Background: an optimization exercise with open tools, aiming at small area. Do not read the settings as production practice. At most, simulation tests tie the RTL to the original design; equivalence was not proved. The RTL of runs 2 to 4 was laid out without a check of its function. Power is estimated from default activity; no workload was simulated.

$ cat flow/design.v
package fetch_pkg;
	localparam int ROB_TAG_W = 3;  
	localparam int BHT_IDX_W = 4;  
	typedef logic [31:0]          xlen_t;
	typedef logic [4:0]           reg_idx_t;
	typedef logic [ROB_TAG_W-1:0] rob_tag_t;
	typedef logic [BHT_IDX_W-1:0] bht_idx_t;
	localparam logic [6:0] OPC_LUI    = 7'h37;
	localparam logic [6:0] OPC_AUIPC  = 7'h17;
	localparam logic [6:0] OPC_JAL    = 7'h6f;
	localparam logic [6:0] OPC_JALR   = 7'h67;
	localparam logic [6:0] OPC_BRANCH = 7'h63;
	localparam logic [6:0] OPC_LOAD   = 7'h03;
	localparam logic [6:0] OPC_STORE  = 7'h23;
	localparam logic [6:0] OPC_OP     = 7'h33;  
	localparam logic [6:0] OPC_OP_IMM = 7'h13;  
	typedef enum logic [2:0] {
		ic_alu,
		ic_load,
		ic_store,
		ic_branch,
		ic_jal,
		ic_jalr,
		ic_lui_auipc
	} inst_class_e;
	typedef struct packed {
		xlen_t       pc;
		xlen_t       inst;
		inst_class_e cls;
		reg_idx_t    rd;      
		xlen_t       imm;     
		xlen_t       target;  
		logic        taken;   
	} q_entry_t;
	typedef struct packed {
		q_entry_t entry;
		rob_tag_t tag;
	} issue_entry_t;
endpackage
module fetch_ctrl (
	input  logic clk,
	input  logic rst,
	input  logic flush,
	input  logic mem_ack,
	input  logic queue_full,
	output logic mem_req,
	output logic fetch_done
);
	typedef enum logic [1:0] {
		st_idle,          
		st_wait_ack,      
		st_wait_release,  
		st_discard        
	} state_e;
	state_e state, state_nxt;
	logic can_start;
	assign can_start = !mem_ack && (!queue_full || flush);
	always_comb begin
		state_nxt = state;
		case (state)
			st_idle: begin
				if (can_start)
					state_nxt = st_wait_ack;  
			end
			st_wait_ack: begin
				if (mem_ack)
					state_nxt = st_wait_release;  
				else if (flush)
					state_nxt = st_discard;  
			end
			st_discard: begin
				if (mem_ack)
					state_nxt = st_wait_release;
			end
			st_wait_release: begin
				if (!mem_ack)
					state_nxt = st_idle;
			end
			default: state_nxt = st_idle;
		endcase
	end
	always_ff @(posedge clk) begin
		if (rst)
			state <= st_idle;
		else
			state <= state_nxt;
	end
	assign mem_req = (state == st_wait_ack) || (state == st_discard);
	assign fetch_done = (state == st_wait_ack) && mem_ack && !flush;
endmodule
module pc_gen #(
	parameter logic [31:0] RESET_PC = '0
) (
	input  logic     clk,
	input  logic     rst,
	input  logic     flush,
	input  fetch_pkg::xlen_t    flush_pc,
	input  logic     fetch_done,
	input  fetch_pkg::xlen_t    inst,       
	input  logic     bht_taken,  
	output fetch_pkg::xlen_t    pc
);
	logic is_jal, is_br;
	fetch_pkg::xlen_t step, pc_next;
	assign is_jal = inst[6:0] == fetch_pkg::OPC_JAL;
	assign is_br  = inst[6:0] == fetch_pkg::OPC_BRANCH;
	always_comb begin
		if (is_jal)
			step = {{11{inst[31]}}, inst[31], inst[19:12], inst[20], inst[30:21], 1'b0};
		else if (is_br && bht_taken)
			step = {{19{inst[31]}}, inst[31], inst[7], inst[30:25], inst[11:8], 1'b0};
		else
			step = 32'd4;
	end
	assign pc_next = pc + step;
	always_ff @(posedge clk) begin
		if (rst)
			pc <= RESET_PC;
		else if (flush)
			pc <= flush_pc;  
		else if (fetch_done)
			pc <= pc_next;
	end
endmodule
module inst_decode (
	input  fetch_pkg::xlen_t    inst,
	output logic [2:0]          cls,
	output fetch_pkg::reg_idx_t rd,
	output fetch_pkg::xlen_t    imm
);
	logic [6:0] opcode;
	assign opcode = inst[6:0];
	always_comb begin
		rd  = inst[11:7];
		cls = fetch_pkg::ic_alu;
		imm = {{20{inst[31]}}, inst[31:20]};  
		case (opcode)
			fetch_pkg::OPC_LOAD: cls = fetch_pkg::ic_load;
			fetch_pkg::OPC_STORE: begin
				cls = fetch_pkg::ic_store;
				rd  = '0;
				imm = {{20{inst[31]}}, inst[31:25], inst[11:7]};
			end
			fetch_pkg::OPC_BRANCH: begin
				cls = fetch_pkg::ic_branch;
				rd  = '0;
				imm = {{19{inst[31]}}, inst[31], inst[7],
					inst[30:25], inst[11:8], 1'b0};
			end
			fetch_pkg::OPC_JAL: begin
				cls = fetch_pkg::ic_jal;
				imm = {{11{inst[31]}}, inst[31], inst[19:12],
					inst[20], inst[30:21], 1'b0};
			end
			fetch_pkg::OPC_JALR: cls = fetch_pkg::ic_jalr;
			fetch_pkg::OPC_LUI, fetch_pkg::OPC_AUIPC: begin
				cls = fetch_pkg::ic_lui_auipc;
				imm = {inst[31:12], 12'b0};  
			end
			default: cls = fetch_pkg::ic_alu;  
		endcase
	end
endmodule
module inst_queue #(
	parameter int QUEUE_DEPTH = 8
) (
	input  logic        clk,
	input  logic        rst,
	input  logic        flush,
	input  logic        push,
	input  logic [31:0] push_inst,
	input  logic        push_bht,
	input  logic        pop,
	output logic [31:0] head_inst,
	output logic        head_bht,
	output logic        empty,
	output logic        full
);
	localparam int RING  = QUEUE_DEPTH - 1;
	localparam int CNT_W = $clog2(QUEUE_DEPTH + 1);
	logic [32:0] ring [0:RING-1];  
	logic [32:0] head_q, ring_out;
	logic [CNT_W-1:0] count;  
	logic do_push, one, head_load, head_from_ring, ring_push;
	assign empty   = count == '0;
	assign one     = count == CNT_W'(1);
	assign full    = count == CNT_W'(QUEUE_DEPTH);
	assign do_push = push && !full;
	assign {head_bht, head_inst} = head_q;
	assign ring_out = ring[count - CNT_W'(2)];  
	assign head_from_ring = pop && !one;
	assign head_load      = head_from_ring || (do_push && (empty || (pop && one)));
	assign ring_push      = do_push && !empty && !(pop && one);
	always_ff @(posedge clk) begin
		if (rst || flush)
			count <= '0;
		else if (do_push && !pop)
			count <= count + 1'b1;
		else if (pop && !do_push)
			count <= count - 1'b1;
	end
	always_ff @(posedge clk) begin
		if (head_load)
			head_q <= head_from_ring ? ring_out : {push_bht, push_inst};
		if (ring_push) begin
			ring[0] <= {push_bht, push_inst};
			for (int i = 1; i < RING; i++)
				ring[i] <= ring[i-1];
		end
	end
endmodule
module issue_router (
	input  logic         clk,
	input  logic         rst,
	input  logic         flush,
	input  fetch_pkg::xlen_t        fetch_pc,
	input  logic         empty,
	input  logic [31:0]  head_inst,
	input  logic         head_bht,
	input  logic         rob_full,
	input  logic         slb_full,
	input  logic         rs_full,
	output logic         pop,
	output logic         issue_valid,
	output logic         issue_to_slb,
	output fetch_pkg::issue_entry_t issue_entry
);
	fetch_pkg::rob_tag_t tag_cnt;  
	fetch_pkg::xlen_t    head_pc;  
	logic [2:0]          cls;
	fetch_pkg::reg_idx_t rd;
	fetch_pkg::xlen_t    imm, target, pc_plus4, pc_next;
	logic                is_jal, is_br, taken, target_full;
	inst_decode u_dec (.inst(head_inst), .cls, .rd, .imm);
	assign is_jal = cls == fetch_pkg::ic_jal;
	assign is_br  = cls == fetch_pkg::ic_branch;
	assign taken  = is_jal || (is_br && head_bht);
	assign pc_plus4 = head_pc + 32'd4;
	assign target   = head_pc + ((is_jal || is_br) ? imm : 32'd4);
	assign pc_next  = taken ? target : pc_plus4;
	assign issue_to_slb = (cls == fetch_pkg::ic_load) || (cls == fetch_pkg::ic_store);
	assign target_full  = issue_to_slb ? slb_full : rs_full;
	assign issue_valid = !empty && !rob_full && !target_full;
	assign pop         = issue_valid;
	assign issue_entry = {head_pc, head_inst, cls, rd, imm, target, taken, tag_cnt};
	always_ff @(posedge clk) begin
		if (rst || flush)
			tag_cnt <= '0;  
		else if (issue_valid)
			tag_cnt <= tag_cnt + 1'b1;  
	end
	always_ff @(posedge clk) begin
		if (empty)
			head_pc <= fetch_pc;
		else if (issue_valid)
			head_pc <= pc_next;
	end
endmodule
module ifu_top #(
	parameter int    QUEUE_DEPTH = 8,
	parameter logic [31:0] RESET_PC    = '0
) (
	input  logic         clk,
	input  logic         rst,
	input  logic         flush,
	input  fetch_pkg::xlen_t        flush_pc,
	output logic         mem_req,
	output fetch_pkg::xlen_t        mem_addr,
	input  logic         mem_ack,
	input  fetch_pkg::xlen_t        mem_data,
	output fetch_pkg::bht_idx_t     bht_idx,
	input  logic         bht_taken,
	input  logic         rob_full,
	input  logic         slb_full,
	input  logic         rs_full,
	output logic         issue_valid,
	output logic         issue_to_slb,
	output fetch_pkg::issue_entry_t issue_entry
);
	logic     fetch_done, queue_full, queue_empty, queue_pop;
	fetch_pkg::xlen_t    pc;
	logic [31:0] head_inst;
	logic        head_bht;
	assign mem_addr = pc;  
	assign bht_idx  = mem_data[fetch_pkg::BHT_IDX_W+1:2];
	fetch_ctrl u_ctrl (.clk, .rst, .flush, .mem_ack, .queue_full,
		.mem_req, .fetch_done);
	pc_gen #(.RESET_PC(RESET_PC)) u_pc (.clk, .rst, .flush, .flush_pc,
		.fetch_done, .inst(mem_data), .bht_taken, .pc);
	inst_queue #(.QUEUE_DEPTH(QUEUE_DEPTH)) u_q (.clk, .rst, .flush,
		.push(fetch_done), .push_inst(mem_data), .push_bht(bht_taken),
		.pop(queue_pop), .head_inst, .head_bht,
		.empty(queue_empty), .full(queue_full));
	issue_router u_iss (.clk, .rst, .flush, .fetch_pc(pc),
		.empty(queue_empty), .head_inst, .head_bht, .rob_full, .slb_full,
		.rs_full, .pop(queue_pop), .issue_valid, .issue_to_slb, .issue_entry);
endmodule
$ cat flow/flow/run.sh
#!/bin/bash
# The standard layout with two changes to how it is made:
#  - synthesis maps logic with an area-oriented ABC script (flow/abc_area.script);
#    everything else in synthesis, registers included, is the standard one
#  - plain buf_1 cells as the port buffers (every port still gets its own buffer)
set -euo pipefail
here=$(pwd)
rm -rf "$here/scripts_abc"
cp -r "$FLOW_HOME/scripts" "$here/scripts_abc"
cp "$here/flow/abc_area.script" "$here/scripts_abc/abc_speed.script"
export BUFFER_PORTS_ARGS="-buffer_cell sky130_fd_sc_hd__buf_1"
bash standard.sh SCRIPTS_DIR="$here/scripts_abc" synth > synth.log 2>&1
bash standard.sh finish > layout.log 2>&1
$ cat flow/flow/abc_area.script
&get -n
&st
&syn2
&dc2
&dch
&nf -R 1000
&put
topo
dnsize -c
$ cat flow/standard.sh
#!/bin/bash
# synth_recipe.tcl (not shown) runs the flow's synth.tcl, then flattens the netlist and writes it again
# the make line also repeats each setting of config.mk as NAME=value (left out here)
make -C /OpenROAD-flow-scripts/flow DESIGN_CONFIG=/design/flow/config.mk WORK_HOME=/design/flow/orfs CLKGATE_MAP_FILE= SYNTH_SCRIPT=/design/flow/synth_recipe.tcl "${@:-finish}"
$ cat flow/config.mk
export PLATFORM = sky130hd
export DESIGN_NAME = ifu_top
export DESIGN_NICKNAME = ifu_top
export VERILOG_FILES = /design/flow/design.v
export SDC_FILE = /design/flow/constraint.sdc
export NUM_CORES = 4
export LEC_CHECK = 0
export CAP_MARGIN = 20
export CORE_MARGIN = 2
export CORE_UTILIZATION = 40
export SLEW_MARGIN = 20
$ cat flow/constraint.sdc
create_clock -name core_clock -period 6.0 [get_ports {clk}]
set_input_delay 1.2000 -clock core_clock [delete_from_list [all_inputs] [get_ports {clk}]]
set_output_delay 1.2000 -clock core_clock [all_outputs]
set_load 0.01 [all_outputs]
==> results of run 1 <==
-- routing by layer --
| metal | routed length, um | GRT usage (%) | vias to the layer above |
|---|---|---|---|
| met3 | 4390 | 5.04 | 90 |
| met5 | 0 | 0 | - |
| met4 | 1710 | 8.39 | 0 |
| met2 | 25200 | 39.7 | 602 |
| met1 | 23200 | 34.6 | 6596 |
| li1 | - | - | 6224 |
-- sequential cells by signal (all words and copies together) (netlist names) --
signal         flops
u_q.head_q        33
u_ctrl.state       2
u_q.count          4
u_iss.tag_cnt      3
u_pc.pc           32
u_iss.head_pc     32
u_q.ring         231
-- cell type report --
type / instances / area (sq um) / area share (%)
clock buffer: 45 / 998 / 4.96
clock inverter: 27 / 250 / 1.24
inverter: 22 / 86.3 / 0.429
multi-input combinational: 1031 / 6940 / 34.5
sequential: 337 / 9710 / 48.3
tap: 532 / 666 / 3.31
timing repair buffer: 314 / 1470 / 7.28
-- worst paths after layout --
check	endpoint	cells after the start
worst max-delay path	issue_entry[32]	20
worst min-delay path	u_q.ring[1][11]	0
worst max register to register	u_q.head_q[16]	14
worst min register to register	u_q.ring[1][11]	0
-- metrics by stage --
stage	total power, mW	instance area [sq um]	hold WS (ps)	setup slack (ps)
finish	5.82	20100	440	225
global route	6.00	20100	447	-52.4
CTS	5.82	19800	440	3.19
detailed placement	3.48	18500	426	118
global placement	3.47	18500	423	155
floorplan	3.14	16500	421	-2520
-- power breakdown --
| group | internal [mW] | switching, mW | total (mW) |
|---|---|---|---|
| registers | 2.62 | 0.121 | 2.74 |
| clock network | 1.34 | 1.01 | 2.35 |
| logic | 0.251 | 0.477 | 0.728 |
-- repair_timing --
| item | in CTS | in global routing |
|---|---|---|
| endpoints found under the setup margin | 11 | 12 |
| buffers inserted | 4 | 12 |
| pin swaps | 5 | 20 |
| gates resized for setup | 20 | 48 |
| endpoints found under the hold margin | 0 | 0 |
-- logic make-up (layout without fill, tap and decap cells) --
kind of cell	count (synthesis)	after routing	synth area share, %
AOI/OAI and AO/OA	453	453	18.2
and+or+nand+nor	429	429	12.2
DFF	337	337	59.1
adders and majority gates	73	73	5.66
xor gates and xnor gates	71	71	3.79
buffers and inverters	29	408	0.800
muxes	4	4	0.244
other	1	1	0.0228
-- critical path, delay by kind of cell (launching register included) --
| kind | cells | cell delay (ps) |
|---|---|---|
| xor gates and xnor gates | 1 | 230 |
| adders and majority gates | 1 | 380 |
| AOI/OAI and AO/OA | 8 | 1170 |
| and+or+nand+nor | 8 | 1540 |
| DFF | 1 | 370 |
| buffers and inverters | 2 | 300 |
-- Yosys cell counts (10+ instances only) --
library cell	n
sky130_fd_sc_hd__edfxtp_1	296
sky130_fd_sc_hd__nand2_1	168
sky130_fd_sc_hd__a21oi_1	117
sky130_fd_sc_hd__o21ai_0	115
sky130_fd_sc_hd__ha_1	71
sky130_fd_sc_hd__nor2_1	71
sky130_fd_sc_hd__nand3_1	47
sky130_fd_sc_hd__and2_0	41
sky130_fd_sc_hd__dfxtp_1	41
sky130_fd_sc_hd__xor2_1	36
sky130_fd_sc_hd__xnor2_1	35
sky130_fd_sc_hd__nor3_1	34
sky130_fd_sc_hd__a222oi_1	32
sky130_fd_sc_hd__a22oi_1	28
sky130_fd_sc_hd__nor2b_1	23
sky130_fd_sc_hd__clkinv_1	22
sky130_fd_sc_hd__a211oi_1	21
sky130_fd_sc_hd__a221oi_1	21
sky130_fd_sc_hd__a221o_1	20
sky130_fd_sc_hd__and3_1	16
sky130_fd_sc_hd__o21a_1	15
sky130_fd_sc_hd__o22ai_1	15
sky130_fd_sc_hd__a31oi_1	14
sky130_fd_sc_hd__a21o_1	12
sky130_fd_sc_hd__a22o_1	10
sky130_fd_sc_hd__nand4_1	10
==> reports/metrics.json, run 1 <==
{
  "max-cap-violations": {"value": 0},
  "dieArea": {"value": 0.0427, "unit": "sq mm"},
  "cts_tree": {"value": "done"},
  "crit_path_start": {"value": "u_q.head_q[0]"},
  "synth_edf_count": {"value": 296},
  "synth_top_area_share": {"value": 54.1, "unit": "%"},
  "syn_inst": {"value": 1397},
  "number_of_placed_cells_counting_well_taps": {"value": 2220},
  "dpl.hpwl": {"value": 37.8, "unit": "mm"},
  "post_synth.cell_area_avg": {"value": 11.8, "unit": "sq um"},
  "critPathLaunchType": {"value": "flop"},
  "irDropWorstVdd": {"value": 0.166, "unit": "mV"},
  "critical_path_arrival": {"value": 4580, "unit": "ps"},
  "clock_tree.buffer_depth": {"value": 3},
  "accumulated_negative_setup_slack": {"value": 0, "unit": "ps"},
  "synth-seq-area-share": {"value": 59.1, "unit": "%"},
  "clock-skew-final": {"value": 12.4, "unit": "ps"},
  "clock_latency_reported_for_the_late_side_of_the_worst_skew_pair": {"value": 570, "unit": "ps"},
  "finish.cell_count_without_fillers": {"value": 2308},
  "vias": {"value": 13500},
  "gpl.final_weighted_congestion": {"value": 0.913},
  "critical_path_required": {"value": 4800, "unit": "ps"},
  "finalCritPeriodShare": {"value": 96.3, "unit": "%"},
  "critPathSlowestCell": {"value": "sky130_fd_sc_hd__fa_2"},
  "pin_count": {"value": 251},
  "final_common_cell": {"value": "sky130_fd_sc_hd__edfxtp_1"},
  "antennaDiodeCount": {"value": 0},
  "die_width": {"value": 207, "unit": "um"},
  "initialDrtViolationCount": {"value": 1513},
  "hold_violations": {"value": 0},
  "final_core_utilization": {"value": 49.5, "unit": "%"},
  "cells_along_the_critical_path": {"value": "nand2_2, nor3_4, and2_4, buf_6, a22o_1, nand2_2, fa_2, nor2b_1, o21ai_0, nand2b_1, a31oi_4, o21ai_2, a21oi_2, or3_1, o211ai_1, a21oi_2, or3_4, o21ai_4, xor2_2, buf_2"},
  "port_buffers": {"value": 250},
  "run_status": {"value": "finished clean"},
  "initial_core_util": {"value": 40.4, "unit": "%"},
  "drtAntennaViolNets": {"value": 0},
  "yosys_most_used_dff": {"value": "sky130_fd_sc_hd__edfxtp_1"},
  "avgRoutedWirePerCell": {"value": 23.6, "unit": "um"},
  "die_h": {"value": 207, "unit": "um"},
  "r2r_start": {"value": "u_q.head_q[0]"},
  "grt_util_all_layers": {"value": 25.1, "unit": "%"},
  "max_slew_margin": {"value": 29.6, "unit": "%"},
  "globalRouteOverflowTotal": {"value": 0},
  "critical_path_class": {"value": "reg2out"},
  "slew_violations": {"value": 0},
  "rsz0062_at_grt": {"value": "yes"},
  "setup-violations-final": {"value": 0},
  "setup.reg_to_reg.worst_slack": {"value": 1480, "unit": "ps"},
  "async_flop_share": {"value": 0, "unit": "%"},
  "endpoint_kind_of_the_worst_setup_timing_path": {"value": "output pin"},
  "post-synth-top-area-cell": {"value": "sky130_fd_sc_hd__edfxtp_1"},
  "cts.clk_slew.worst_paths": {"value": 60, "unit": "ps"},
  "num-nets-final": {"value": 1890},
  "grt_max_degree": {"value": 172},
  "static-leakage-power": {"value": 7.06, "unit": "nW"},
  "drt_drc_violations_left": {"value": 0},
  "cell_types_with_the_largest_area_share_after_synthesis": {"value": "sky130_fd_sc_hd__edfxtp_1 54%, sky130_fd_sc_hd__ha_1 5.4%, sky130_fd_sc_hd__dfxtp_1 5.0%, sky130_fd_sc_hd__nand2_1 3.8%, sky130_fd_sc_hd__a21oi_1 3.6%"},
  "core_region_area": {"value": 0.0406, "unit": "sq mm"},
  "fillers": {"value": 3700},
  "clock.fmax": {"value": 0.173, "unit": "GHz"},
  "pwr_density_cell": {"value": 289, "unit": "mW/mm^2"},
  "ys_types": {"value": 51},
  "synth.ff_latch_count": {"value": 337},
  "drive_above_1_share": {"value": 10.4, "unit": "%"},
  "hold_path_startpoint": {"value": "u_q.ring[0][11]"},
  "postSynthNetCount": {"value": 1542},
  "tightestPinTransition": {"value": 1060, "unit": "ps"},
  "top_fanout_value_on_the_critical_path": {"value": 6},
  "detail_route.wirelength": {"value": 54.5, "unit": "mm"},
  "h-tree-depth": {"value": 2},
  "ctsHoldBuffers": {"value": 0},
  "wire_length_of_the_first_global_routing_pass": {"value": 79.8, "unit": "mm"},
  "final_cell_mix": {"value": "296 x sky130_fd_sc_hd__edfxtp_1, 245 x sky130_fd_sc_hd__buf_1, 164 x sky130_fd_sc_hd__nand2_1"},
  "first_global_vias": {"value": 13000},
  "cts_made_buffers": {"value": 39},
  "area_delta_synth_final": {"value": 22.6, "unit": "%"},
  "cell_at_the_root_of_the_clock_tree": {"value": "sky130_fd_sc_hd__clkbuf_16"},
  "rows": {"value": 74},
  "drtPass1Iterations": {"value": 8},
  "ys_warn_count": {"value": 6},
  "grt_antenna_before_repair": {"value": 1},
  "min-delay-path-class": {"value": "reg2reg"},
  "detail_route.vias_per_cell": {"value": 5.85},
  "worst_path_largest_cell_delay": {"value": 380, "unit": "ps"},
  "minimum_clock_period": {"value": 5780, "unit": "ps"},
  "syn-cell-area": {"value": 0.0164, "unit": "sq mm"},
  "cts_num_sinks": {"value": 337}
}
==> run 2: changes to the inputs <==
--- a/flow/design.v
+++ b/flow/design.v
@@ -236,6 +236,24 @@
 	assign is_br  = cls == fetch_pkg::ic_branch;
 	assign taken  = is_jal || (is_br && head_bht);
-	assign pc_plus4 = head_pc + 32'd4;
-	assign target   = head_pc + ((is_jal || is_br) ? imm : 32'd4);
+	logic        jb, c_lo, c_inc, imm_sign;
+	logic [20:0] sum_lo;
+	logic [18:0] inc_lo;
+	logic [10:0] pc_hi, hi_up, hi_dn, target_hi;
+	assign jb       = is_jal || is_br;
+	assign imm_sign = jb && imm[31];
+	assign {c_lo, sum_lo}   = {1'b0, head_pc[20:0]} + {1'b0, jb ? imm[20:0] : 21'd4};
+	assign {c_inc, inc_lo}  = {1'b0, head_pc[20:2]} + 20'd1;
+	assign pc_hi = head_pc[31:21];
+	assign hi_up = pc_hi + 11'd1;
+	assign hi_dn = pc_hi - 11'd1;
+	always_comb begin
+		case ({imm_sign, c_lo})
+			2'b01:   target_hi = hi_up;
+			2'b10:   target_hi = hi_dn;
+			default: target_hi = pc_hi;
+		endcase
+	end
+	assign target   = {target_hi, sum_lo};
+	assign pc_plus4 = {c_inc ? hi_up : pc_hi, inc_lo, head_pc[1:0]};
 	assign pc_next  = taken ? target : pc_plus4;
 	assign issue_to_slb = (cls == fetch_pkg::ic_load) || (cls == fetch_pkg::ic_store);
==> run 2 against run 1 <==
Compared with the run above:
- the layout now fails its checks (negative setup slack)
- wire length up 0.46%
- combinational power up 13%
- clock skew up 4.9 ps
- maximum frequency down 7.1%
- total power up 0.82%
- clock power down 3%
==> reports/metrics.json, run 2 <==
{
  "detail_route.vias_per_cell": {"value": 5.85, "change": "about the same"},
  "final_common_cell": {"value": "sky130_fd_sc_hd__edfxtp_1"},
  "wire_length_of_the_first_global_routing_pass": {"value": 80.0, "unit": "mm", "change": "+0.20%"},
  "post-layout-total-power": {"value": 5.86, "unit": "mW", "change": "+0.82%"},
  "pin_count": {"value": 251, "change": "unchanged"},
  "cts_tree": {"value": "done"},
  "max-cap-violations": {"value": 0, "change": "unchanged"},
  "initialDrtViolationCount": {"value": 1427, "change": "-5.7%"},
  "synth_edf_count": {"value": 296, "change": "unchanged"},
  "globalRouteOverflowTotal": {"value": 0, "change": "unchanged"},
  "drive_above_1_share": {"value": 12.9, "unit": "%", "change": "+2.5 points"},
  "drtAntennaViolNets": {"value": 0, "change": "unchanged"},
  "core_region_area": {"value": 0.0398, "unit": "sq mm", "change": "-2.0%"},
  "die_width": {"value": 205, "unit": "um", "change": "-0.68%"},
  "clock_tree.buffer_depth": {"value": 3, "change": "unchanged"},
  "detailedPlace.worstSlack": {"value": -230, "unit": "ps", "change": "-348 ps"},
  "dieArea": {"value": 0.0421, "unit": "sq mm", "change": "-1.4%"},
  "internal_power": {"value": 4.25, "unit": "mW", "change": "+0.94%"},
  "fillers": {"value": 3679, "change": "-0.57%"},
  "ys_warn_count": {"value": 6, "change": "unchanged"},
  "cts.clk_slew.worst_paths": {"value": 60, "unit": "ps", "change": "about the same"},
  "grt.met1_usage": {"value": 36.4, "unit": "%", "change": "+1.8 points"},
  "h-tree-depth": {"value": 2, "change": "unchanged"},
  "yosysMostFrequentCell": {"value": "sky130_fd_sc_hd__edfxtp_1"},
  "vias": {"value": 13500, "change": "+0.27%"},
  "critical_path_class": {"value": "reg2out"},
  "rows": {"value": 73, "change": "-1.4%"},
  "hold_violations": {"value": 0, "change": "unchanged"},
  "num-nets-final": {"value": 1895, "change": "+0.26%"},
  "p_sw_share": {"value": 27.6, "unit": "%", "change": "-0.085 points"},
  "grt_util_all_layers": {"value": 25.4, "unit": "%", "change": "+0.28 points"},
  "critical_path_required": {"value": 4800, "unit": "ps", "change": "about the same"},
  "failing_layout_checks_criteria": {"value": "negative setup slack"},
  "synth_common_cells": {"value": "296 x sky130_fd_sc_hd__edfxtp_1, 147 x sky130_fd_sc_hd__nand2_1, 104 x sky130_fd_sc_hd__o21ai_0"},
  "pwr_density_cell": {"value": 290, "unit": "mW/mm^2", "change": "+0.21%"},
  "clock.fmax": {"value": 0.161, "unit": "GHz", "change": "-7.1%"},
  "die_h": {"value": 205, "unit": "um", "change": "-0.68%"},
  "minimum_clock_period": {"value": 6210, "unit": "ps", "change": "+439 ps"},
  "largest_reg_flops": {"value": 231, "change": "unchanged"},
  "detail_route.wirelength": {"value": 54.8, "unit": "mm", "change": "+0.46%"},
  "setup-violations-final": {"value": 11, "change": "+11"},
  "clock_latency_reported_for_the_late_side_of_the_worst_skew_pair": {"value": 540, "unit": "ps", "change": "-30 ps"},
  "grtUsageMet3": {"value": 4.78, "unit": "%", "change": "-0.26 points"},
  "seqPwrFrac": {"value": 47.2, "unit": "%", "change": "about the same"},
  "synth.ff_latch_count": {"value": 337, "change": "unchanged"},
  "drtPass1Iterations": {"value": 8, "change": "unchanged"},
  "cts_made_buffers": {"value": 38, "change": "-2.6%"},
  "static-leakage-power": {"value": 7.15, "unit": "nW", "change": "+1.2%"},
  "gpl.final_weighted_congestion": {"value": 0.964, "change": "+5.7%"},
  "placed_cell_area": {"value": 0.0185, "unit": "sq mm", "change": "+0.35%"},
  "post_synth.cell_area_avg": {"value": 11.9, "unit": "sq um", "change": "+1.0%"},
  "port_buffers": {"value": 250, "change": "unchanged"},
  "area_delta_synth_final": {"value": 25.0, "unit": "%"},
  "largest-register": {"value": "u_q.ring"},
  "share_clk_of_total_power": {"value": 38.8, "unit": "%", "change": "-1.6 points"},
  "post-synth-top-area-cell": {"value": "sky130_fd_sc_hd__edfxtp_1"},
  "critPathLaunchType": {"value": "flop"},
  "cell_types_with_the_largest_area_share_after_synthesis": {"value": "sky130_fd_sc_hd__edfxtp_1 55%, sky130_fd_sc_hd__dfxtp_1 5.1%, sky130_fd_sc_hd__ha_1 5.0%, sky130_fd_sc_hd__nand2_1 3.4%, sky130_fd_sc_hd__o21ai_0 3.2%"},
  "min-delay-path-class": {"value": "reg2reg"},
  "irDropWorstVdd": {"value": 0.153, "unit": "mV", "change": "-7.7%"},
  "syn_inst": {"value": 1364, "change": "-2.4%"},
  "grt_antenna_before_repair": {"value": 4, "change": "+3"},
  "rsz0062_at_grt": {"value": "yes"},
  "final_cell_mix": {"value": "296 x sky130_fd_sc_hd__edfxtp_1, 239 x sky130_fd_sc_hd__buf_1, 143 x sky130_fd_sc_hd__nand2_1"},
  "top_regs": {"value": "u_q.ring x231, u_q.head_q x33"},
  "run_status": {"value": "finished with violations"},
  "first_global_vias": {"value": 12800, "change": "-1.7%"},
  "yosys_most_used_dff": {"value": "sky130_fd_sc_hd__edfxtp_1"},
  "avgRoutedWirePerCell": {"value": 23.7, "unit": "um", "change": "+0.16%"},
  "postSynthNetCount": {"value": 1503, "change": "-2.5%"},
  "initial_core_util": {"value": 40.7, "unit": "%", "change": "+0.27 points"},
  "endpoint_kind_of_the_worst_setup_timing_path": {"value": "output pin"},
  "grt_max_degree": {"value": 117, "change": "-32%"},
  "globalRoute.busiestLayer": {"value": "met2"},
  "postLayoutCellArea": {"value": 0.0202, "unit": "sq mm", "change": "+0.61%"},
  "drt_drc_violations_left": {"value": 0, "change": "unchanged"},
  "p_switching": {"value": 1.62, "unit": "mW", "change": "+0.51%"},
  "ctsHoldBuffers": {"value": 0, "change": "unchanged"},
  "synth-seq-area-share": {"value": 60.0, "unit": "%", "change": "+0.83 points"},
  "power_frac_comb": {"value": 14.0, "unit": "%", "change": "+1.5 points"},
  "syn-cell-area": {"value": 0.0162, "unit": "sq mm", "change": "-1.4%"},
  "ys_types": {"value": 52, "change": "+2.0%"},
  "cts_num_sinks": {"value": 337, "change": "unchanged"},
  "slew_violations": {"value": 0, "change": "unchanged"},
  "top_fanout_value_on_the_critical_path": {"value": 8, "change": "+2"},
  "gr-usage-met2": {"value": 38.3, "unit": "%", "change": "-1.4 points"},
  "tightestPinTransition": {"value": 1070, "unit": "ps", "change": "+14.8 ps"},
  "async_flop_share": {"value": 0, "unit": "%", "change": "unchanged"},
  "dpl.hpwl": {"value": 38.4, "unit": "mm", "change": "+1.4%"},
  "cell_at_the_root_of_the_clock_tree": {"value": "sky130_fd_sc_hd__clkbuf_16"},
  "critical_path_arrival": {"value": 5010, "unit": "ps", "change": "+430 ps"},
  "finalWorstSetupSlack": {"value": -214, "unit": "ps", "change": "-439 ps"},
  "max_slew_margin": {"value": 28.3, "unit": "%", "change": "-1.3 points"},
  "finalCritPeriodShare": {"value": 104, "unit": "%", "change": "+7.3 points"},
  "synth_top_area_share": {"value": 54.9, "unit": "%", "change": "+0.76 points"},
  "clock-skew-final": {"value": 17.3, "unit": "ps", "change": "+4.94 ps"}
}
[run 2: changes by cell type after synthesis, sizes merged, moves of 6 or more]
cell / change
a221o: -8
nand2: -21
nor2: +14
nand2b: +6
o21ai: -11
nand3: +8
a21oi: -15
nor2b: +18
and2: -30
ha: -6
a21o: +10
[run 2: cell type report]
type                    instances  area [sq um]  area share, %
diodes                          4          10.0         0.0494
clock buffers                  51          1040           5.14
multi-input cells             995          6740           33.3
clock inverters                19           164          0.810
repair buffers                359          1830           9.02
well taps                     525           657           3.25
inverters                      25          95.1          0.470
flip-flops and latches        337          9710           48.0
[run 2: cells by family after synthesis]
logic type	synth area share, %
multiplexers	0.247
AND/OR/NAND/NOR	12.3
XOR/XNOR	3.62
flip-flops	60.0
adder cells (fa/ha/maj)	5.27
buffers and inverters	0.881
other	0.0232
AO/OA/AOI/OAI	17.7
[run 2: power by group through the flow]
stage / registers, mW / clock network, mW / logic, mW
after CTS: 2.76 / 2.31 / 0.789
after global routing: 2.77 / 2.40 / 0.891
final: 2.77 / 2.28 / 0.821
after global placement: 2.80 / 0 / 0.761
after detailed placement: 2.80 / 0 / 0.763
after floorplan: 2.79 / 0 / 0.398
[run 2: per-layer routing]
| metal | vias to the layer above | share of wire, % |
|---|---|---|
| met4 | 2 | 3.7 |
| met2 | 610 | 44 |
| met5 | - | 0.024 |
| met1 | 6636 | 44 |
| met3 | 99 | 8.3 |
| li1 | 6202 | - |
[run 2: metrics by stage]
| step | utilization (%) | hold slack, ps | cells | TNS [ps] |
|---|---|---|---|---|
| after floorplan | - | 421 | 1364 | -582680 |
| after global placement | 46.5 | 423 | 2217 | -325 |
| after detailed placement | 46.5 | 428 | 2217 | -1660 |
| after CTS | 50.2 | 438 | 2297 | -345 |
| after global routing | 50.8 | 454 | 2313 | -4310 |
| final | 50.8 | 441 | 2315 | -1500 |
[run 2: final timing paths]
kind,from,to,slack [ps],cells past startpoint
worst max-delay path,u_q.head_q[3],issue_entry[27],-210,22
worst min register to register,u_q.ring[1][30],u_q.ring[2][30],440,0
worst min-delay path,u_q.ring[1][30],u_q.ring[2][30],440,0
worst max register to register,u_q.head_q[3],u_iss.head_pc[26],890,26
[run 2: what timing repair did]
| action | 4_1_cts | 5_1_grt |
|---|---|---|
| buffers inserted | 9 | 14 |
| pin swaps | 28 | 18 |
| gates cloned | 1 | 0 |
| resized for setup | 49 | 30 |
| endpoints found under the setup margin | 12 | 13 |
[run 2: critical path, stage by stage, from the launching register on]
cell and delay (ps):
sky130_fd_sc_hd__edfxtp_1 490, sky130_fd_sc_hd__buf_6 180, sky130_fd_sc_hd__nor3_4 140, sky130_fd_sc_hd__and2_4 200, sky130_fd_sc_hd__nor2_4 50, sky130_fd_sc_hd__a22o_1 190
sky130_fd_sc_hd__or2_0 230, sky130_fd_sc_hd__ha_1 330, sky130_fd_sc_hd__a21oi_2 150, sky130_fd_sc_hd__nand2_2 90, sky130_fd_sc_hd__a31oi_4 190, sky130_fd_sc_hd__o21ai_2 80
sky130_fd_sc_hd__and3_4 160, sky130_fd_sc_hd__a31oi_4 240, sky130_fd_sc_hd__o31ai_4 90, sky130_fd_sc_hd__nand3_2 90, sky130_fd_sc_hd__a21oi_2 50, sky130_fd_sc_hd__or3_4 410
sky130_fd_sc_hd__ha_4 290, sky130_fd_sc_hd__nand2b_4 160, sky130_fd_sc_hd__or3b_1 360, sky130_fd_sc_hd__o211ai_1 120, sky130_fd_sc_hd__buf_2 180
==> run 3: changes to the inputs <==
--- a/flow/design.v
+++ b/flow/design.v
@@ -97,10 +97,11 @@
 	input  fetch_pkg::xlen_t    flush_pc,
 	input  logic     fetch_done,
-	input  fetch_pkg::xlen_t    inst,       
-	input  logic     bht_taken,  
+	input  logic [32:0]         last_push,  
 	output fetch_pkg::xlen_t    pc
 );
-	logic is_jal, is_br;
-	fetch_pkg::xlen_t step, pc_next;
+	logic advance;  
+	logic is_jal, is_br, bht;
+	fetch_pkg::xlen_t inst, step, pc_next;
+	assign {bht, inst} = last_push;
 	assign is_jal = inst[6:0] == fetch_pkg::OPC_JAL;
 	assign is_br  = inst[6:0] == fetch_pkg::OPC_BRANCH;
@@ -108,5 +109,5 @@
 		if (is_jal)
 			step = {{11{inst[31]}}, inst[31], inst[19:12], inst[20], inst[30:21], 1'b0};
-		else if (is_br && bht_taken)
+		else if (is_br && bht)
 			step = {{19{inst[31]}}, inst[31], inst[7], inst[30:25], inst[11:8], 1'b0};
 		else
@@ -116,8 +117,14 @@
 	always_ff @(posedge clk) begin
 		if (rst)
+			advance <= 1'b0;
+		else
+			advance <= fetch_done && !flush;
+	end
+	always_ff @(posedge clk) begin
+		if (rst)
 			pc <= RESET_PC;
 		else if (flush)
 			pc <= flush_pc;  
-		else if (fetch_done)
+		else if (advance)
 			pc <= pc_next;
 	end
@@ -174,4 +181,5 @@
 	output logic [31:0] head_inst,
 	output logic        head_bht,
+	output logic [32:0] last_push,  
 	output logic        empty,
 	output logic        full
@@ -188,4 +196,5 @@
 	assign do_push = push && !full;
 	assign {head_bht, head_inst} = head_q;
+	assign last_push = ring[0];
 	assign ring_out = ring[count - CNT_W'(2)];  
 	assign head_from_ring = pop && !one;
@@ -203,9 +212,9 @@
 		if (head_load)
 			head_q <= head_from_ring ? ring_out : {push_bht, push_inst};
-		if (ring_push) begin
+		if (do_push)
 			ring[0] <= {push_bht, push_inst};
+		if (ring_push)
 			for (int i = 1; i < RING; i++)
 				ring[i] <= ring[i-1];
-		end
 	end
 endmodule
@@ -300,4 +309,5 @@
 	logic [31:0] head_inst;
 	logic        head_bht;
+	logic [32:0] last_push;
 	assign mem_addr = pc;  
 	assign bht_idx  = mem_data[fetch_pkg::BHT_IDX_W+1:2];
@@ -305,8 +315,8 @@
 		.mem_req, .fetch_done);
 	pc_gen #(.RESET_PC(RESET_PC)) u_pc (.clk, .rst, .flush, .flush_pc,
-		.fetch_done, .inst(mem_data), .bht_taken, .pc);
+		.fetch_done, .last_push, .pc);
 	inst_queue #(.QUEUE_DEPTH(QUEUE_DEPTH)) u_q (.clk, .rst, .flush,
 		.push(fetch_done), .push_inst(mem_data), .push_bht(bht_taken),
-		.pop(queue_pop), .head_inst, .head_bht,
+		.pop(queue_pop), .head_inst, .head_bht, .last_push,
 		.empty(queue_empty), .full(queue_full));
 	issue_router u_iss (.clk, .rst, .flush, .fetch_pc(pc),
==> run 3 against run 2 <==
Compared with the run above:
- still fails the layout checks on negative setup slack
- combinational power fell by 4.5%
- setup slack got worse by 220 ps
- die area rose by 0.53%
- utilization rose by 0.48 points
- non-clock buffer count rose by 8
- clock skew rose by 0.64 ps
- synthesized cell count rose by 2.4%
- critical path depth rose by 5
- worst hold slack improved by 6.0 ps
- total power fell by 0.23%
- maximum frequency fell by 3.5%
- largest power group unchanged
==> reports/metrics.json, run 3 <==
{
  "run_status": {"value": "finished with violations"},
  "failing_layout_checks_criteria": {"value": "negative setup slack"},
  "drtPass1Iterations": {"value": 5, "change": "-3"},
  "minimum_clock_period": {"value": 6440, "unit": "ps", "change": "+224 ps"},
  "p_sw_share": {"value": 26.9, "unit": "%", "change": "-0.61 points"},
  "top_fanout_value_on_the_critical_path": {"value": 4, "change": "-4"},
  "slew_violations": {"value": 0, "change": "unchanged"},
  "whs": {"value": 447, "unit": "ps", "change": "+6.02 ps"},
  "detailedPlace.worstSlack": {"value": -385, "unit": "ps", "change": "-155 ps"},
  "gpl.final_weighted_congestion": {"value": 0.903, "change": "-6.4%"},
  "yosys_most_used_dff": {"value": "sky130_fd_sc_hd__edfxtp_1"},
  "grt_util_all_layers": {"value": 25.6, "unit": "%", "change": "+0.21 points"},
  "grt_max_degree": {"value": 157, "change": "+34%"},
  "ys_warn_count": {"value": 6, "change": "unchanged"},
  "static-leakage-power": {"value": 7.36, "unit": "nW", "change": "+3.0%"},
  "post-synth-top-area-cell": {"value": "sky130_fd_sc_hd__edfxtp_1"},
  "core_region_area": {"value": 0.0399, "unit": "sq mm", "change": "+0.23%"},
  "rsz0062_at_grt": {"value": "yes"},
  "synth.ff_latch_count": {"value": 338, "change": "+0.30%"},
  "port_buffers": {"value": 250, "change": "unchanged"},
  "cts_tree": {"value": "done"},
  "pwr_density_cell": {"value": 286, "unit": "mW/mm^2", "change": "-1.4%"},
  "finalCritPeriodShare": {"value": 107, "unit": "%", "change": "+3.7 points"},
  "antennaDiodeCount": {"value": 0, "change": "-4"},
  "dieArea": {"value": 0.0423, "unit": "sq mm", "change": "+0.53%"},
  "detail_route.wirelength": {"value": 55.4, "unit": "mm", "change": "+1.1%"},
  "critPathLaunchType": {"value": "flop"},
  "critical_path_required": {"value": 4800, "unit": "ps", "change": "about the same"},
  "seqPwrFrac": {"value": 47.3, "unit": "%", "change": "about the same"},
  "wire_length_of_the_first_global_routing_pass": {"value": 80.6, "unit": "mm", "change": "+0.78%"},
  "power_frac_comb": {"value": 13.4, "unit": "%", "change": "-0.6 points"},
  "initial_core_util": {"value": 40.8, "unit": "%", "change": "+0.13 points"},
  "max_slew_margin": {"value": 29.7, "unit": "%", "change": "+1.4 points"},
  "max-cap-violations": {"value": 0, "change": "unchanged"},
  "largest-register": {"value": "u_q.ring"},
  "ctsHoldBuffers": {"value": 0, "change": "unchanged"},
  "h-tree-depth": {"value": 2, "change": "unchanged"},
  "clock_latency_reported_for_the_late_side_of_the_worst_skew_pair": {"value": 560, "unit": "ps", "change": "+20 ps"},
  "postSynthNetCount": {"value": 1536, "change": "+2.2%"},
  "finalWorstSetupSlack": {"value": -438, "unit": "ps", "change": "-224 ps"},
  "syn_inst": {"value": 1397, "change": "+2.4%"},
  "async_flop_share": {"value": 0, "unit": "%", "change": "unchanged"},
  "number_of_placed_cells_counting_well_taps": {"value": 2259, "change": "+1.9%"},
  "share_clk_of_total_power": {"value": 39.3, "unit": "%", "change": "+0.5 points"},
  "synth_common_cells": {"value": "296 x sky130_fd_sc_hd__edfxtp_1, 168 x sky130_fd_sc_hd__nand2_1, 130 x sky130_fd_sc_hd__a21oi_1"},
  "rows": {"value": 73, "change": "unchanged"},
  "top_regs": {"value": "u_q.ring x231, u_q.head_q x33"},
  "drt_drc_violations_left": {"value": 0, "change": "unchanged"},
  "globalRouteOverflowTotal": {"value": 0, "change": "unchanged"},
  "syn-cell-area": {"value": 0.0163, "unit": "sq mm", "change": "+0.54%"},
  "drive_above_1_share": {"value": 14.4, "unit": "%", "change": "+1.4 points"},
  "drtAntennaViolNets": {"value": 0, "change": "unchanged"},
  "largest_reg_flops": {"value": 231, "change": "unchanged"},
  "hold_violations": {"value": 0, "change": "unchanged"},
  "clock-skew-final": {"value": 18.0, "unit": "ps", "change": "+0.643 ps"},
  "fillers": {"value": 3582, "change": "-2.6%"},
  "yosysMostFrequentCell": {"value": "sky130_fd_sc_hd__edfxtp_1"},
  "p_switching": {"value": 1.58, "unit": "mW", "change": "-2.5%"},
  "min-delay-path-class": {"value": "reg2reg"},
  "cts.clk_slew.worst_paths": {"value": 60, "unit": "ps", "change": "about the same"},
  "irDropWorstVdd": {"value": 0.154, "unit": "mV", "change": "+0.34%"},
  "grt_antenna_before_repair": {"value": 0, "change": "-4"},
  "final_cell_mix": {"value": "296 x sky130_fd_sc_hd__edfxtp_1, 235 x sky130_fd_sc_hd__buf_1, 161 x sky130_fd_sc_hd__nand2_1"},
  "critical_path_class": {"value": "reg2out"},
  "final_common_cell": {"value": "sky130_fd_sc_hd__edfxtp_1"},
  "die_width": {"value": 206, "unit": "um", "change": "+0.26%"},
  "endpoint_kind_of_the_worst_setup_timing_path": {"value": "output pin"},
  "clock_tree.buffer_depth": {"value": 3, "change": "unchanged"},
  "ys_types": {"value": 53, "change": "+1.9%"},
  "internal_power": {"value": 4.27, "unit": "mW", "change": "+0.61%"},
  "critical_path_arrival": {"value": 5240, "unit": "ps", "change": "+230 ps"},
  "first_global_vias": {"value": 13000, "change": "+1.8%"},
  "synth-seq-area-share": {"value": 59.8, "unit": "%", "change": "-0.20 points"},
  "vias": {"value": 13800, "change": "+2.1%"},
  "area_delta_synth_final": {"value": 25.8, "unit": "%"},
  "cell_at_the_root_of_the_clock_tree": {"value": "sky130_fd_sc_hd__clkbuf_16"},
  "finish.cell_count_without_fillers": {"value": 2347, "change": "+1.4%"},
  "cell_types_with_the_largest_area_share_after_synthesis": {"value": "sky130_fd_sc_hd__edfxtp_1 55%, sky130_fd_sc_hd__dfxtp_1 5.2%, sky130_fd_sc_hd__ha_1 5.0%, sky130_fd_sc_hd__a21oi_1 4.0%, sky130_fd_sc_hd__nand2_1 3.9%"},
  "die_h": {"value": 206, "unit": "um", "change": "+0.26%"},
  "post_synth.cell_area_avg": {"value": 11.7, "unit": "sq um", "change": "-1.8%"},
  "dpl.hpwl": {"value": 38.0, "unit": "mm", "change": "-1.1%"},
  "synth_edf_count": {"value": 296, "change": "unchanged"},
  "cts_made_buffers": {"value": 38, "change": "unchanged"},
  "setup-violations-final": {"value": 14, "change": "+3"},
  "detail_route.vias_per_cell": {"value": 5.89, "change": "+0.68%"},
  "pin_count": {"value": 251, "change": "unchanged"},
  "synth_top_area_share": {"value": 54.6, "unit": "%", "change": "-0.30 points"},
  "cts_num_sinks": {"value": 338, "change": "+0.30%"},
  "tightestPinTransition": {"value": 1050, "unit": "ps", "change": "-18.5 ps"},
  "num-nets-final": {"value": 1936, "change": "+2.2%"},
  "clock.fmax": {"value": 0.155, "unit": "GHz", "change": "-3.5%"},
  "postLayoutCellArea": {"value": 0.0205, "unit": "sq mm", "change": "+1.2%"},
  "initialDrtViolationCount": {"value": 1560, "change": "+9.3%"},
  "placed_cell_area": {"value": 0.0187, "unit": "sq mm", "change": "+0.78%"},
  "accumulated_negative_setup_slack": {"value": -4310, "unit": "ps", "change": "-2810 ps"},
  "avgRoutedWirePerCell": {"value": 23.6, "unit": "um", "change": "-0.26%"}
}
run 3: changes by cell type after synthesis, sizes merged, moves of 6 or more:
| cell | previous run | this run |
|---|---|---|
| a221oi | 20 | 43 |
| a221o | 12 | 18 |
| nor2 | 85 | 77 |
| o21ai | 104 | 112 |
| nor3 | 31 | 21 |
| clkinv | 25 | 48 |
| nand2 | 147 | 168 |
| o22ai | 19 | 6 |
| a211oi | 24 | 6 |
| a21oi | 102 | 130 |
| xnor2 | 34 | 24 |
| nand4 | 11 | 5 |
run 3: path summary, 6_finish.rpt:
| check | startpoint | to | slack, ps | cells after the start |
|---|---|---|---|---|
| worst max-delay path | u_q.head_q[0] | issue_entry[35] | -440 | 27 |
| worst min-delay path | u_q.ring[3][12] | u_q.ring[4][12] | 450 | 0 |
| worst max register to register | u_q.ring[0][4] | u_pc.pc[31] | 720 | 20 |
| worst min register to register | u_q.ring[3][12] | u_q.ring[4][12] | 450 | 0 |
run 3: cells by family after synthesis:
group	Yosys count	synth area share, %
AO/OA/AOI/OAI	454	18.5
XOR/XNOR	55	2.96
adder cells (fa/ha/maj)	67	5.24
buffers and inverters	55	1.41
flip-flops	338	59.8
other	1	0.0230
AND/OR/NAND/NOR	427	12.1
run 3: area by class of cell:
cell class                 instances  area (sq um)  area share (%)
inverter                          48           186           0.910
clock buffer                      49          1020            5.00
tap                              525           657            3.21
clock inverter                    16           181           0.886
timing repair buffer             367          1920            9.35
multi-input combinational       1004          6790            33.1
sequential                       338          9730            47.5
run 3: power groups by stage:
| stage | combinational (mW) | sequential [mW] | clock, mW |
|---|---|---|---|
| 2_1_floorplan | 0.362 | 2.79 | 0 |
| 3_3_place_gp | 0.710 | 2.81 | 0 |
| 3_5_place_dp | 0.711 | 2.81 | 0 |
| 4_1_cts | 0.748 | 2.76 | 2.34 |
| 5_1_grt | 0.849 | 2.78 | 2.42 |
| 6_report | 0.784 | 2.77 | 2.30 |
run 3: through the flow:
step	power [mW]	utilization (%)
after floorplan	3.16	-
after global placement	3.51	46.8
after detailed placement	3.52	46.8
after CTS	5.85	50.6
after global routing	6.05	51.3
final	5.85	51.3
run 3: per-layer routing:
metal,track usage (%),share of wire [%],up-vias
met4,9.33,3.3,0
met5,0,0,-
li1,-,-,6280
met3,5.50,9.3,100
met2,39.1,45,672
met1,35.8,42,6778
run 3: timing repair:
action | 4_1_cts | 5_1_grt
pin swaps | 30 | 32
cloned | 0 | 1
endpoints found under the setup margin | 15 | 15
buffers inserted | 13 | 10
gates resized for setup | 61 | 50
run 3: critical path: stages (launching register included):
cell                       delay, ps
sky130_fd_sc_hd__edfxtp_1        400
sky130_fd_sc_hd__nand2_2          90
sky130_fd_sc_hd__nor4_4          320
sky130_fd_sc_hd__and2_4          210
sky130_fd_sc_hd__nor2_4           50
sky130_fd_sc_hd__a22o_1          190
sky130_fd_sc_hd__or2_4           260
sky130_fd_sc_hd__ha_4            280
sky130_fd_sc_hd__a21oi_2          60
sky130_fd_sc_hd__nand2_2          90
sky130_fd_sc_hd__a31oi_4         100
sky130_fd_sc_hd__o21ai_2         180
sky130_fd_sc_hd__nand3_1         100
sky130_fd_sc_hd__nand2_2         110
sky130_fd_sc_hd__a31oi_4         120
sky130_fd_sc_hd__o31a_1          340
sky130_fd_sc_hd__o21ai_2         180
sky130_fd_sc_hd__nand2_1          90
sky130_fd_sc_hd__o21ai_2         110
sky130_fd_sc_hd__a21o_1          200
sky130_fd_sc_hd__ha_4            250
sky130_fd_sc_hd__nor2_4          100
sky130_fd_sc_hd__nand2_4          70
sky130_fd_sc_hd__nor3_4          210
sky130_fd_sc_hd__nand2_1          80
sky130_fd_sc_hd__xor2_1          150
sky130_fd_sc_hd__o22ai_2         150
sky130_fd_sc_hd__buf_2           170
==> run 4: changes to the inputs <==
--- a/flow/design.v
+++ b/flow/design.v
@@ -114,5 +114,12 @@
 			step = 32'd4;
 	end
-	assign pc_next = pc + step;
+	logic [32:0] carry;
+	always_comb begin
+		carry[0] = 1'b0;
+		for (int i = 0; i < 32; i++) begin
+			pc_next[i]  = pc[i] ^ step[i] ^ carry[i];
+			carry[i+1] = (pc[i] & step[i]) | (carry[i] & (pc[i] ^ step[i]));
+		end
+	end
 	always_ff @(posedge clk) begin
 		if (rst)
@@ -245,24 +252,6 @@
 	assign is_br  = cls == fetch_pkg::ic_branch;
 	assign taken  = is_jal || (is_br && head_bht);
-	logic        jb, c_lo, c_inc, imm_sign;
-	logic [20:0] sum_lo;
-	logic [18:0] inc_lo;
-	logic [10:0] pc_hi, hi_up, hi_dn, target_hi;
-	assign jb       = is_jal || is_br;
-	assign imm_sign = jb && imm[31];
-	assign {c_lo, sum_lo}   = {1'b0, head_pc[20:0]} + {1'b0, jb ? imm[20:0] : 21'd4};
-	assign {c_inc, inc_lo}  = {1'b0, head_pc[20:2]} + 20'd1;
-	assign pc_hi = head_pc[31:21];
-	assign hi_up = pc_hi + 11'd1;
-	assign hi_dn = pc_hi - 11'd1;
-	always_comb begin
-		case ({imm_sign, c_lo})
-			2'b01:   target_hi = hi_up;
-			2'b10:   target_hi = hi_dn;
-			default: target_hi = pc_hi;
-		endcase
-	end
-	assign target   = {target_hi, sum_lo};
-	assign pc_plus4 = {c_inc ? hi_up : pc_hi, inc_lo, head_pc[1:0]};
+	assign pc_plus4 = head_pc + 32'd4;
+	assign target   = head_pc + ((is_jal || is_br) ? imm : 32'd4);
 	assign pc_next  = taken ? target : pc_plus4;
 	assign issue_to_slb = (cls == fetch_pkg::ic_load) || (cls == fetch_pkg::ic_store);
==> flow/flow/run.sh (replaced) <==
#!/bin/bash
# The standard layout with these changes to how it is made:
#  - synthesis maps logic with an area-oriented ABC script (flow/abc_area.script)
#    and leaves adders to ABC instead of the platform's full-adder cells;
#    everything else in synthesis, registers included, is the standard one
#  - plain buf_1 cells as the port buffers (every port still gets its own buffer)
set -euo pipefail
here=$(pwd)
rm -rf "$here/scripts_abc"
cp -r "$FLOW_HOME/scripts" "$here/scripts_abc"
cp "$here/flow/abc_area.script" "$here/scripts_abc/abc_speed.script"
export BUFFER_PORTS_ARGS="-buffer_cell sky130_fd_sc_hd__buf_1"
bash standard.sh SCRIPTS_DIR="$here/scripts_abc" ADDER_MAP_FILE= synth > synth.log 2>&1
bash standard.sh finish > layout.log 2>&1
==> run 4 against run 3 <==
Compared with the run above:
- still fails the layout checks on negative setup slack
- non-clock buffer count increased by 151
- worst hold slack got worse by 3.3 ps
- die area decreased by 5.5%
- sequential power decreased by 3%
- clock skew increased by 1.2 ps
- cell count increased by 2.3%
- clock-buffer cell count increased by 3
- critical path type unchanged
- highest routed layer is now met5
==> reports/metrics.json, run 4 <==
{
  "wire_length_of_the_first_global_routing_pass": {"value": 80.1, "unit": "mm", "change": "-0.57%"},
  "syn-cell-area": {"value": 0.0154, "unit": "sq mm", "change": "-5.6%"},
  "final_cell_mix": {"value": "296 x sky130_fd_sc_hd__edfxtp_1, 245 x sky130_fd_sc_hd__buf_4, 230 x sky130_fd_sc_hd__buf_1"},
  "critical_path_required": {"value": 4800, "unit": "ps", "change": "about the same"},
  "drtPass1Iterations": {"value": 6, "change": "+1"},
  "cts.clk_slew.worst_paths": {"value": 60, "unit": "ps", "change": "about the same"},
  "whs": {"value": 443, "unit": "ps", "change": "-3.30 ps"},
  "dpl.hpwl": {"value": 36.9, "unit": "mm", "change": "-2.8%"},
  "die_h": {"value": 200, "unit": "um", "change": "-2.8%"},
  "initialDrtViolationCount": {"value": 1498, "change": "-4.0%"},
  "tightestPinTransition": {"value": 1110, "unit": "ps", "change": "+55.6 ps"},
  "detailedPlace.worstSlack": {"value": -1190, "unit": "ps", "change": "-807 ps"},
  "minimum_clock_period": {"value": 7480, "unit": "ps", "change": "+1050 ps"},
  "synth.ff_latch_count": {"value": 338, "change": "unchanged"},
  "final_common_cell": {"value": "sky130_fd_sc_hd__edfxtp_1"},
  "gpl.final_weighted_congestion": {"value": 0.886, "change": "-1.8%"},
  "grt_antenna_before_repair": {"value": 2, "change": "+2"},
  "detail_route.wirelength": {"value": 55.6, "unit": "mm", "change": "+0.31%"},
  "final_core_utilization": {"value": 56.6, "unit": "%", "change": "+5.3 points"},
  "irDropWorstVdd": {"value": 0.187, "unit": "mV", "change": "+22%"},
  "worst_path_largest_cell_delay": {"value": 420, "unit": "ps", "change": "+20 ps"},
  "top_fanout_value_on_the_critical_path": {"value": 7, "change": "+3"},
  "top_regs": {"value": "u_q.ring x231, u_q.head_q x33"},
  "pwr_density_cell": {"value": 264, "unit": "mW/mm^2", "change": "-7.6%"},
  "core_region_area": {"value": 0.0378, "unit": "sq mm", "change": "-5.4%"},
  "hold_violations": {"value": 0, "change": "unchanged"},
  "synth-seq-area-share": {"value": 63.3, "unit": "%", "change": "+3.6 points"},
  "vias": {"value": 14000, "change": "+1.3%"},
  "cts_num_sinks": {"value": 338, "change": "unchanged"},
  "port_buffers": {"value": 250, "change": "unchanged"},
  "synth_edf_count": {"value": 296, "change": "unchanged"},
  "avgRoutedWirePerCell": {"value": 23.1, "unit": "um", "change": "-2.0%"},
  "max-cap-violations": {"value": 0, "change": "unchanged"},
  "rows": {"value": 71, "change": "-2.7%"},
  "failing_layout_checks_criteria": {"value": "negative setup slack"},
  "min-delay-path-class": {"value": "reg2reg"},
  "crit_path_start": {"value": "u_q.head_q[3]"},
  "finalCritPeriodShare": {"value": 125, "unit": "%", "change": "+17 points"},
  "drtAntennaViolNets": {"value": 0, "change": "unchanged"},
  "worst-r2r-cell-count": {"value": 40, "change": "+100%"},
  "post-layout-total-power": {"value": 5.64, "unit": "mW", "change": "-3.6%"},
  "ctsHoldBuffers": {"value": 0, "change": "unchanged"},
  "worst_path_most_repeated_cell": {"value": "sky130_fd_sc_hd__nor2_2"},
  "first_global_vias": {"value": 13300, "change": "+1.8%"},
  "crit_end": {"value": "issue_entry[32]"},
  "clock_tree.buffer_depth": {"value": 3, "change": "unchanged"},
  "r2r_start": {"value": "u_q.ring[0][4]"},
  "clock_latency_reported_for_the_late_side_of_the_worst_skew_pair": {"value": 540, "unit": "ps", "change": "-20 ps"},
  "drive_above_1_share": {"value": 26.9, "unit": "%", "change": "+13 points"},
  "run_status": {"value": "finished with violations"},
  "synth_common_cells": {"value": "296 x sky130_fd_sc_hd__edfxtp_1, 137 x sky130_fd_sc_hd__a21oi_1, 136 x sky130_fd_sc_hd__o21ai_0"},
  "clock.fmax": {"value": 0.134, "unit": "GHz", "change": "-14%"},
  "dieArea": {"value": 0.0400, "unit": "sq mm", "change": "-5.5%"},
  "cell_types_with_the_largest_area_share_after_synthesis": {"value": "sky130_fd_sc_hd__edfxtp_1 58%, sky130_fd_sc_hd__dfxtp_1 5.5%, sky130_fd_sc_hd__a21oi_1 4.5%, sky130_fd_sc_hd__o21ai_0 4.4%, sky130_fd_sc_hd__nand2_1 3.3%"},
  "post-synth-top-area-cell": {"value": "sky130_fd_sc_hd__edfxtp_1"},
  "syn_inst": {"value": 1310, "change": "-6.2%"},
  "ys_warn_count": {"value": 6, "change": "unchanged"},
  "slew_violations": {"value": 0, "change": "unchanged"},
  "critical_path.reg2reg.endpoint": {"value": "u_pc.pc[31]"},
  "drt_drc_violations_left": {"value": 0, "change": "unchanged"},
  "grt_max_degree": {"value": 64, "change": "-59%"},
  "cts_made_buffers": {"value": 39, "change": "+2.6%"},
  "hold_crit_depth": {"value": 0, "change": "unchanged"},
  "initial_core_util": {"value": 40.7, "unit": "%", "change": "-0.087 points"},
  "critical_path_class": {"value": "reg2out"},
  "setup.reg_to_reg.worst_slack": {"value": -1230, "unit": "ps", "change": "-1950 ps"},
  "critPathSlowestCell": {"value": "sky130_fd_sc_hd__or3_4"},
  "critical_path_arrival": {"value": 6280, "unit": "ps", "change": "+1040 ps"},
  "largest-register": {"value": "u_q.ring"},
  "critPathLaunchType": {"value": "flop"},
  "die_width": {"value": 200, "unit": "um", "change": "-2.8%"},
  "pin_count": {"value": 251, "change": "unchanged"},
  "ys_types": {"value": 46, "change": "-13%"},
  "rsz0062_at_grt": {"value": "yes"},
  "num-nets-final": {"value": 1933, "change": "-0.15%"},
  "cell_at_the_root_of_the_clock_tree": {"value": "sky130_fd_sc_hd__clkbuf_16"},
  "finalWorstSetupSlack": {"value": -1480, "unit": "ps", "change": "-1050 ps"},
  "cts_tree": {"value": "done"},
  "h-tree-depth": {"value": 2, "change": "unchanged"},
  "accumulated_negative_setup_slack": {"value": -29150, "unit": "ps", "change": "-24830 ps"},
  "endpoint_kind_of_the_worst_setup_timing_path": {"value": "output pin"},
  "detail_route.vias_per_cell": {"value": 5.83, "change": "-1.0%"},
  "area_delta_synth_final": {"value": 39.1, "unit": "%"},
  "yosysMostFrequentCell": {"value": "sky130_fd_sc_hd__edfxtp_1"},
  "fillers": {"value": 3232, "change": "-9.8%"},
  "static-leakage-power": {"value": 7.70, "unit": "nW", "change": "+4.7%"},
  "globalRouteOverflowTotal": {"value": 0, "change": "unchanged"},
  "setup-violations-final": {"value": 39, "change": "+25"},
  "max_slew_margin": {"value": 25.7, "unit": "%", "change": "-4.0 points"},
  "yosys_most_used_dff": {"value": "sky130_fd_sc_hd__edfxtp_1"},
  "synth_top_area_share": {"value": 57.9, "unit": "%", "change": "+3.2 points"},
  "grt_util_all_layers": {"value": 27.1, "unit": "%", "change": "+1.5 points"},
  "post_synth.cell_area_avg": {"value": 11.7, "unit": "sq um", "change": "+0.66%"},
  "largest_reg_flops": {"value": 231, "change": "unchanged"},
  "clock-skew-final": {"value": 19.2, "unit": "ps", "change": "+1.22 ps"},
  "async_flop_share": {"value": 0, "unit": "%", "change": "unchanged"},
  "postSynthNetCount": {"value": 1382, "change": "-10%"}
}
run 4: final cells by class:
| class | count | area (sq um) | area share [%] |
|---|---|---|---|
| Antenna cell | 2 | 5.00 | 0.0234 |
| Timing Repair Buffer | 518 | 3140 | 14.7 |
| Multi-Input combinational cell | 940 | 6450 | 30.2 |
| Clock buffer | 52 | 1110 | 5.18 |
| Clock inverter | 17 | 199 | 0.931 |
| Sequential cell | 338 | 9730 | 45.5 |
| Tap cell | 511 | 639 | 2.99 |
| Inverter | 24 | 91.3 | 0.428 |
run 4: worst min-delay path by stage:
stage	slack, ps	start	endpoint
4_1_cts	450	u_q.ring[2][21]	u_q.ring[3][21]
2_1_floorplan	430	u_q.ring[2][0]	u_q.ring[3][0]
6_report	440	u_q.ring[4][24]	u_q.ring[5][24]
3_3_place_gp	430	u_q.ring[1][15]	u_q.ring[2][15]
5_1_grt	450	u_q.ring[3][17]	u_q.ring[4][17]
3_5_place_dp	430	u_q.ring[4][1]	u_q.ring[5][1]
run 4: critical path: cells and delay by family (launching register included):
kind	cells	cell delay, ps
buffers and inverters	6	800
and+or+nand+nor	12	1720
xor gates and xnor gates	1	230
DFF	1	390
AOI/OAI and AO/OA	14	2590
run 4: metrics by stage:
stage | area, sq um | instances
2_1_floorplan | 15600 | 1310
5_1_grt | 21400 | 2400
4_1_cts | 20900 | 2388
3_5_place_dp | 18700 | 2260
6_report | 21400 | 2402
3_3_place_gp | 18700 | 2258
run 4: per-layer routing:
metal,vias to the layer above,routed length (um),global-route usage [%]
met2,716,26100,43.0
met4,2,2290,12.5
met1,6910,22400,36.2
li1,6259,-,-
met5,-,13,0
met3,122,4780,5.07
run 4: where the power goes:
group | switching (mW) | internal (mW)
Combinational | 0.304 | 0.220
Sequential | 0.0882 | 2.59
Clock | 0.965 | 1.47
Total | 1.36 | 4.28
run 4: timing repair:
| action | CTS | global route |
|---|---|---|
| buffers inserted | 61 | 29 |
| endpoints found under the setup margin | 36 | 44 |
| resized for setup | 108 | 79 |
| pin swaps | 64 | 78 |
run 4: cell families after synthesis:
kind of cell / after synthesis / synth area share [%]
AOI/OAI and AO/OA: 458 / 19.2
and+or+nand+nor: 413 / 12.5
DFF: 338 / 63.3
xor gates and xnor gates: 62 / 3.63
buffers and inverters: 32 / 0.928
adders and majority gates: 7 / 0.456

[port drivers added, routing unchanged]
The flow's constraints put no driver on any port. The routed layouts listed below were extracted and timed again, unchanged, in two steps. Step 1 assumes that a clkbuf_16 drives the clock port and a buf_2 every other input. Step 2 times the ports against the registers' clock, not the clock port: input delays grow and output delays shrink by t, the midpoint of the rising clock arrivals with the driver on. a / b / c = no drivers / after step 1 / after step 2; a / b = the first two.
run | t, ns | setup slack, ns | worst setup path at the end
run 1 | 0.615 | 0.225 / 0.171 / 0.075 | input to register
run 2 | 0.581 | -0.214 / -0.267 / 0.091 | input to register
run 3 | 0.609 | -0.438 / -0.494 / 0.115 | register to output
run 4 | 0.585 | -1.485 / -1.536 / -1.231 | register to register
For run 1, which loses most, drivers alone change the setup slack by -0.054 ns; drivers and shift together by -0.150 ns.
